Source: an optimization exercise on an open RTL-to-GDS flow (aim: small area, a short achievable clock period and few clock cycles per item). Production flows keep margins and buffers that such runs may drop. At most, simulation tests tie the RTL to the original design; equivalence was not proved. Power figures rest on the tool's default switching activity, not on a simulated workload.

== build 80 ==
Design conv_top, start of the top module:
module conv_top (
    input  logic        clk,
    input  logic        reset,
    input  logic [7:0]  in_data,
    input  logic [3:0]  in_user,
    input  logic        in_valid,
    output logic        in_ready,
    output logic [20:0] out_data,
    output logic        out_valid,
    input  logic        out_ready
);
==> flow/config.mk <==
export PLATFORM = sky130hd
export DESIGN_NAME = conv_top
export DESIGN_NICKNAME = conv_top
export VERILOG_FILES = /design/flow/design.v
export SDC_FILE = /design/flow/constraint.sdc
export NUM_CORES = 4
export LEC_CHECK = 0
export ABC_CLOCK_PERIOD_IN_PS = 3000
export CAP_MARGIN = 20
export CORE_MARGIN = 2
export CORE_UTILIZATION = 40
export SLEW_MARGIN = 20
==> flow/constraint.sdc <==
create_clock -name core_clock -period 9.0 [get_ports {clk}]
set_input_delay 1.8000 -clock core_clock [delete_from_list [all_inputs] [get_ports {clk}]]
set_output_delay 1.8000 -clock core_clock [all_outputs]
set_load 0.01 [all_outputs]
standard.sh (not shown) runs the stock make flow with config.mk's settings and CLKGATE_MAP_FILE= SYNTH_SCRIPT=/design/flow/synth_recipe.tcl, a recipe that flattens the netlist after the stock synthesis.
==> flow/flow/run.sh <==
#!/bin/bash
# The standard layout with two changes: Yosys's synth runs without its
# quick ABC pass (-noabc), so the full adders it extracts keep their polarity
# and need fewer inverters (ORFS's own ABC mapping still runs afterwards), and
# timing repair aims at a 3 ns path instead of 4 ns. The clock period and
# constraints stay the design's.
set -euo pipefail
W=$(pwd)
sed 's/yosys synth -nofsm -noshare /yosys synth -nofsm -noshare -noabc /' synth_recipe.tcl > "$W/noabc_synth.tcl"
sed "s#SYNTH_SCRIPT=[^ ]*#SYNTH_SCRIPT=$W/noabc_synth.tcl#" standard.sh > "$W/noabc_standard.sh"
grep -q "SYNTH_SCRIPT=$W/noabc_synth.tcl" "$W/noabc_standard.sh"
export SETUP_SLACK_MARGIN=6
bash "$W/noabc_standard.sh" > standard.log 2>&1
Build 80 completed every stage of the flow, and the final layout passed the timing, DRC and antenna checks.
--- input diff build 80..build 42 ---
# build 80
export LEC_CHECK = 0
export ABC_CLOCK_PERIOD_IN_PS = 3000
export CAP_MARGIN = 20
export CORE_MARGIN = 2
export CORE_UTILIZATION = 40
export SLEW_MARGIN = 20
create_clock -name core_clock -period 9.0 [get_ports {clk}]
# build 42
export LEC_CHECK = 0
export ABC_CLOCK_PERIOD_IN_PS = 3000
export CAP_MARGIN = 20
export CORE_MARGIN = 2
export CORE_UTILIZATION = 40
export SETUP_SLACK_MARGIN = 5
export SLEW_MARGIN = 20
create_clock -name core_clock -period 9.0 [get_ports {clk}]
==> flow/run.sh (new file) <==
#!/bin/bash
# synth_recipe.tcl (not shown) runs the flow's synth.tcl, then flattens the netlist and writes it again
# the make line also repeats each setting of config.mk as NAME=value (left out here)
make -C /OpenROAD-flow-scripts/flow DESIGN_CONFIG=/design/flow/config.mk WORK_HOME=/design/flow/orfs CLKGATE_MAP_FILE= SYNTH_SCRIPT=/design/flow/synth_recipe.tcl finish
removed: flow/flow/run.sh
removed: flow/standard.sh
Notes after the runs:
- Compared with build 80, total length of routed wires in build 42 decreased by a few percent.
- Looking at clock group share of total power, build 42 sits below build 80.
- Build 80 reports its critical-path cell with the highest stage delay as sky130_fd_sc_hd__fa_2 while build 42 reports sky130_fd_sc_hd__buf_4.
- | normalized max-slew margin | lower: build 42 |
- On source-to-sink clock delay at the later pin of the worst-skew pair: between build 80 and build 42, it ends up higher for build 80.
- The total track usage number comes out higher for build 80 vs build 42.
- Per the comparison of build 42 with build 80, register-to-register slack fell 530 ps, count of clock-buffer cells in the layout fell about 15%, overall power rose about 1.7%, cell row count rose 1.
For build 19, these inputs were changed with respect to build 42:
# build 42
export LEC_CHECK = 0
export ABC_CLOCK_PERIOD_IN_PS = 3000
export CAP_MARGIN = 20
export CORE_MARGIN = 2
export CORE_UTILIZATION = 40
export SETUP_SLACK_MARGIN = 5
export SLEW_MARGIN = 20
create_clock -name core_clock -period 9.0 [get_ports {clk}]
# build 19
export LEC_CHECK = 0
export ABC_CLOCK_PERIOD_IN_PS = 3000
export CAP_MARGIN = 20
export CORE_MARGIN = 2
export CORE_UTILIZATION = 40
export SLEW_MARGIN = 20
create_clock -name core_clock -period 9.0 [get_ports {clk}]
==> flow/flow/run.sh (new file) <==
#!/bin/bash
# The standard layout, with timing repair aimed at a 3 ns path instead of 4 ns
# (the clock period and constraints stay the design's).
set -euo pipefail
export SETUP_SLACK_MARGIN=6
bash standard.sh > standard.log 2>&1
==> flow/standard.sh (new file) <==
#!/bin/bash
# synth_recipe.tcl (not shown) runs the flow's synth.tcl, then flattens the netlist and writes it again
# the make line also repeats each setting of config.mk as NAME=value (left out here)
make -C /OpenROAD-flow-scripts/flow DESIGN_CONFIG=/design/flow/config.mk WORK_HOME=/design/flow/orfs CLKGATE_MAP_FILE= SYNTH_SCRIPT=/design/flow/synth_recipe.tcl "${@:-finish}"
removed: flow/run.sh
### Flow results
For build 19 and build 42, there was not a single run that failed to finish clean. What build 42 reported for maximum frequency has to be multiplied by 1.2 to get the figure for build 19. Taking build 42 as the reference, in build 19 area added between synthesis and finish increased 7.5 points, clock edge transition at the registers on the reported setup and hold paths was more or less identical, proportion of power drawn by the clock network now smaller, clock skew saw an increase. Build 42 consumes less power than build 19. Across both runs, final period demand of the worst path was lower for build 19 than for build 42. Build 42 -> build 19: power of the sequential group decreased slightly. Higher smallest hold slack was reported by build 19, not build 42. Relative to build 42, layout buffering overhead excluding clock cells increased by 3.5 points in build 19. Relative to build 42, the multi-input logic portion of the cell area of build 19 is lower by 0.44 points.
No run of this note included a check of the RTL's function; only the layout flow was run.

---

Setup of ember:
Another version of the RTL of conv_top (not shown whole).
For scale: ~3200 cells after synthesis.
Settings: LEC_CHECK=0, ABC_CLOCK_PERIOD_IN_PS=3000, CAP_MARGIN=20, CORE_MARGIN=2, CORE_UTILIZATION=55, CTS_CLUSTER_DIAMETER=120, CTS_CLUSTER_SIZE=20, SLEW_MARGIN=20; clock period 9.0 ns.
==> flow/flow/run.sh <==
#!/bin/bash
# The standard layout with two changes: Yosys's synth runs without its
# quick ABC pass (-noabc), so the full adders it extracts keep their polarity
# and need fewer inverters (ORFS's own ABC mapping still runs afterwards), and
# timing repair aims at a 3 ns path instead of 4 ns. The clock period and
# constraints stay the design's.
set -euo pipefail
W=$(pwd)
sed 's/yosys synth -nofsm -noshare /yosys synth -nofsm -noshare -noabc /' synth_recipe.tcl > "$W/noabc_synth.tcl"
sed "s#SYNTH_SCRIPT=[^ ]*#SYNTH_SCRIPT=$W/noabc_synth.tcl#" standard.sh > "$W/noabc_standard.sh"
grep -q "SYNTH_SCRIPT=$W/noabc_synth.tcl" "$W/noabc_standard.sh"
export SETUP_SLACK_MARGIN=6
bash "$W/noabc_standard.sh" > standard.log 2>&1
ember completed every stage of the flow, and the final layout passed the timing, DRC and antenna checks.
Testbench counts of ember, summed over its fixed seeds: cycles 10,425, frames 128.
Setup changes, ember to garnet
# ember
export LEC_CHECK = 0
export ABC_CLOCK_PERIOD_IN_PS = 3000
export CAP_MARGIN = 20
export CORE_MARGIN = 2
export CORE_UTILIZATION = 55
export CTS_CLUSTER_DIAMETER = 120
export CTS_CLUSTER_SIZE = 20
export SLEW_MARGIN = 20
create_clock -name core_clock -period 9.0 [get_ports {clk}]
# garnet
export LEC_CHECK = 0
export ABC_CLOCK_PERIOD_IN_PS = 3000
export CAP_MARGIN = 20
export CORE_MARGIN = 2
export CORE_UTILIZATION = 40
export CTS_CLUSTER_DIAMETER = 120
export CTS_CLUSTER_SIZE = 20
export SLEW_MARGIN = 20
create_clock -name core_clock -period 9.0 [get_ports {clk}]
==> run summary <==
Total routed wirelength: ember and garnet compared, lower one is garnet. Worst setup slack for garnet is higher than for ember. garnet and ember ended up with roughly the same total I/O pin count. Comparing detailed route wirelength on metal3 for ember and garnet, the bigger number came from ember. Post-layout minimum cycle time: garnet < ember. Diff ember -> garnet | die area | up by more than a quarter. Row utilization: garnet lower / ember higher. Diff garnet..ember | H-tree level count | unchanged. | clock-buffer cell count | garnet vs ember | about 3.8% lower |. Across both runs, worst hold margin was lower for garnet than for ember.
[inputs] amber vs garnet
# garnet
export LEC_CHECK = 0
export ABC_CLOCK_PERIOD_IN_PS = 3000
export CAP_MARGIN = 20
export CORE_MARGIN = 2
export CORE_UTILIZATION = 40
export CTS_CLUSTER_DIAMETER = 120
export CTS_CLUSTER_SIZE = 20
export SLEW_MARGIN = 20
create_clock -name core_clock -period 9.0 [get_ports {clk}]
# amber
export LEC_CHECK = 0
export ABC_CLOCK_PERIOD_IN_PS = 3000
export CAP_MARGIN = 20
export CORE_MARGIN = 2
export CORE_UTILIZATION = 40
export SLEW_MARGIN = 20
create_clock -name core_clock -period 9.0 [get_ports {clk}]
Notes after the runs:
Looking at the reports, amber completed the entire flow and the layout it produced met the timing, DRC and antenna checks.
Via count ends up higher on amber.
Hold slack (lower): amber
Going from garnet to amber, number of fill cells in the layout fell by 1.3%; fraction of met3 tracks used by global routing rose by 0.37 points; share of the final layout cell area in sequential cells fell by 1.1 points; wire length rose by about 0.8%.
Fmax | amber vs garnet | amber faster
The antenna cell count in amber was higher than what garnet gave.
For tundra, these inputs were changed with respect to amber:
# amber
export LEC_CHECK = 0
export ABC_CLOCK_PERIOD_IN_PS = 3000
export CAP_MARGIN = 20
export CORE_MARGIN = 2
export CORE_UTILIZATION = 40
export SLEW_MARGIN = 20
create_clock -name core_clock -period 9.0 [get_ports {clk}]
# tundra
export LEC_CHECK = 0
export ABC_CLOCK_PERIOD_IN_PS = 3000
export CAP_MARGIN = 20
export CORE_MARGIN = 2
export CORE_UTILIZATION = 40
export CTS_CLUSTER_DIAMETER = 120
export CTS_CLUSTER_SIZE = 20
export SLEW_MARGIN = 20
create_clock -name core_clock -period 9.0 [get_ports {clk}]
--- a/flow/flow/run.sh
+++ b/flow/flow/run.sh
@@ -5 +5 @@
-# timing repair aims at a 3 ns path instead of 4 ns. The clock period and
+# timing repair aims at a 3.5 ns path instead of 4 ns. The clock period and
@@ -12 +12 @@
-export SETUP_SLACK_MARGIN=6
+export SETUP_SLACK_MARGIN=5.5
==> run summary <==
Delta (tundra minus amber): area of the multi-input gates lost about 4%; length of routed met2 wiring fell 7.2%; clock buffer and inverter area fraction after layout has decreased; via count down about 3.2%.
Minimum hold slack: tundra > amber
Between amber and tundra, the worst clock skew is lower for amber.

-- what the ideal ports hide --
The flow's constraints put no driver on any port. The routed layouts listed below were extracted and timed again, unchanged, in two steps.
Step 1 (the two cells are an assumption about what drives the block):
set clk [get_ports {clk}]
set_driving_cell -lib_cell sky130_fd_sc_hd__clkbuf_16 $clk
set_driving_cell -lib_cell sky130_fd_sc_hd__buf_2 [delete_from_list [all_inputs] $clk]
Step 2 moves the port delays by t, midway between the first and last clock arrival at a register: inputs arrive t later, outputs are due t later. That takes back most of the time a late clock gives input paths.
Three values: ideal ports, drivers, drivers and shift; two values: the first two.
| run | t, ns | slack for setup (ns) | worst hold slack (ns) | clock arrival spread, ns | cell pins on the clock port's net |
|---|---|---|---|---|---|
| build 80 | 0.722 | 5.864 / 5.864 / 5.343 | 0.326 / 0.326 / 0.326 | 0.027 / 0.028 | 1 |
| build 42 | 0.700 | 5.077 / 5.117 / 4.417 | 0.325 / 0.325 / 0.325 | 0.022 / 0.023 | 1 |
| build 19 | 0.698 | 5.832 / 5.832 / 5.392 | 0.330 / 0.330 / 0.330 | 0.028 / 0.028 | 1 |
| ember | 0.678 | 5.844 / 5.844 / 5.390 | 0.333 / 0.333 / 0.333 | 0.048 / 0.048 | 1 |
| garnet | 0.698 | 5.868 / 5.868 / 5.389 | 0.330 / 0.330 / 0.330 | 0.041 / 0.041 | 1 |
| amber | 0.707 | 5.889 / 5.889 / 5.365 | 0.322 / 0.322 / 0.322 | 0.034 / 0.034 | 1 |
| tundra | 0.684 | 5.526 / 5.558 / 4.892 | 0.331 / 0.331 / 0.331 | 0.038 / 0.038 | 1 |
After both steps setup and hold are still met in every run listed. For build 42, which loses most, drivers alone change the setup slack by +0.040 ns; drivers and shift together by -0.660 ns.
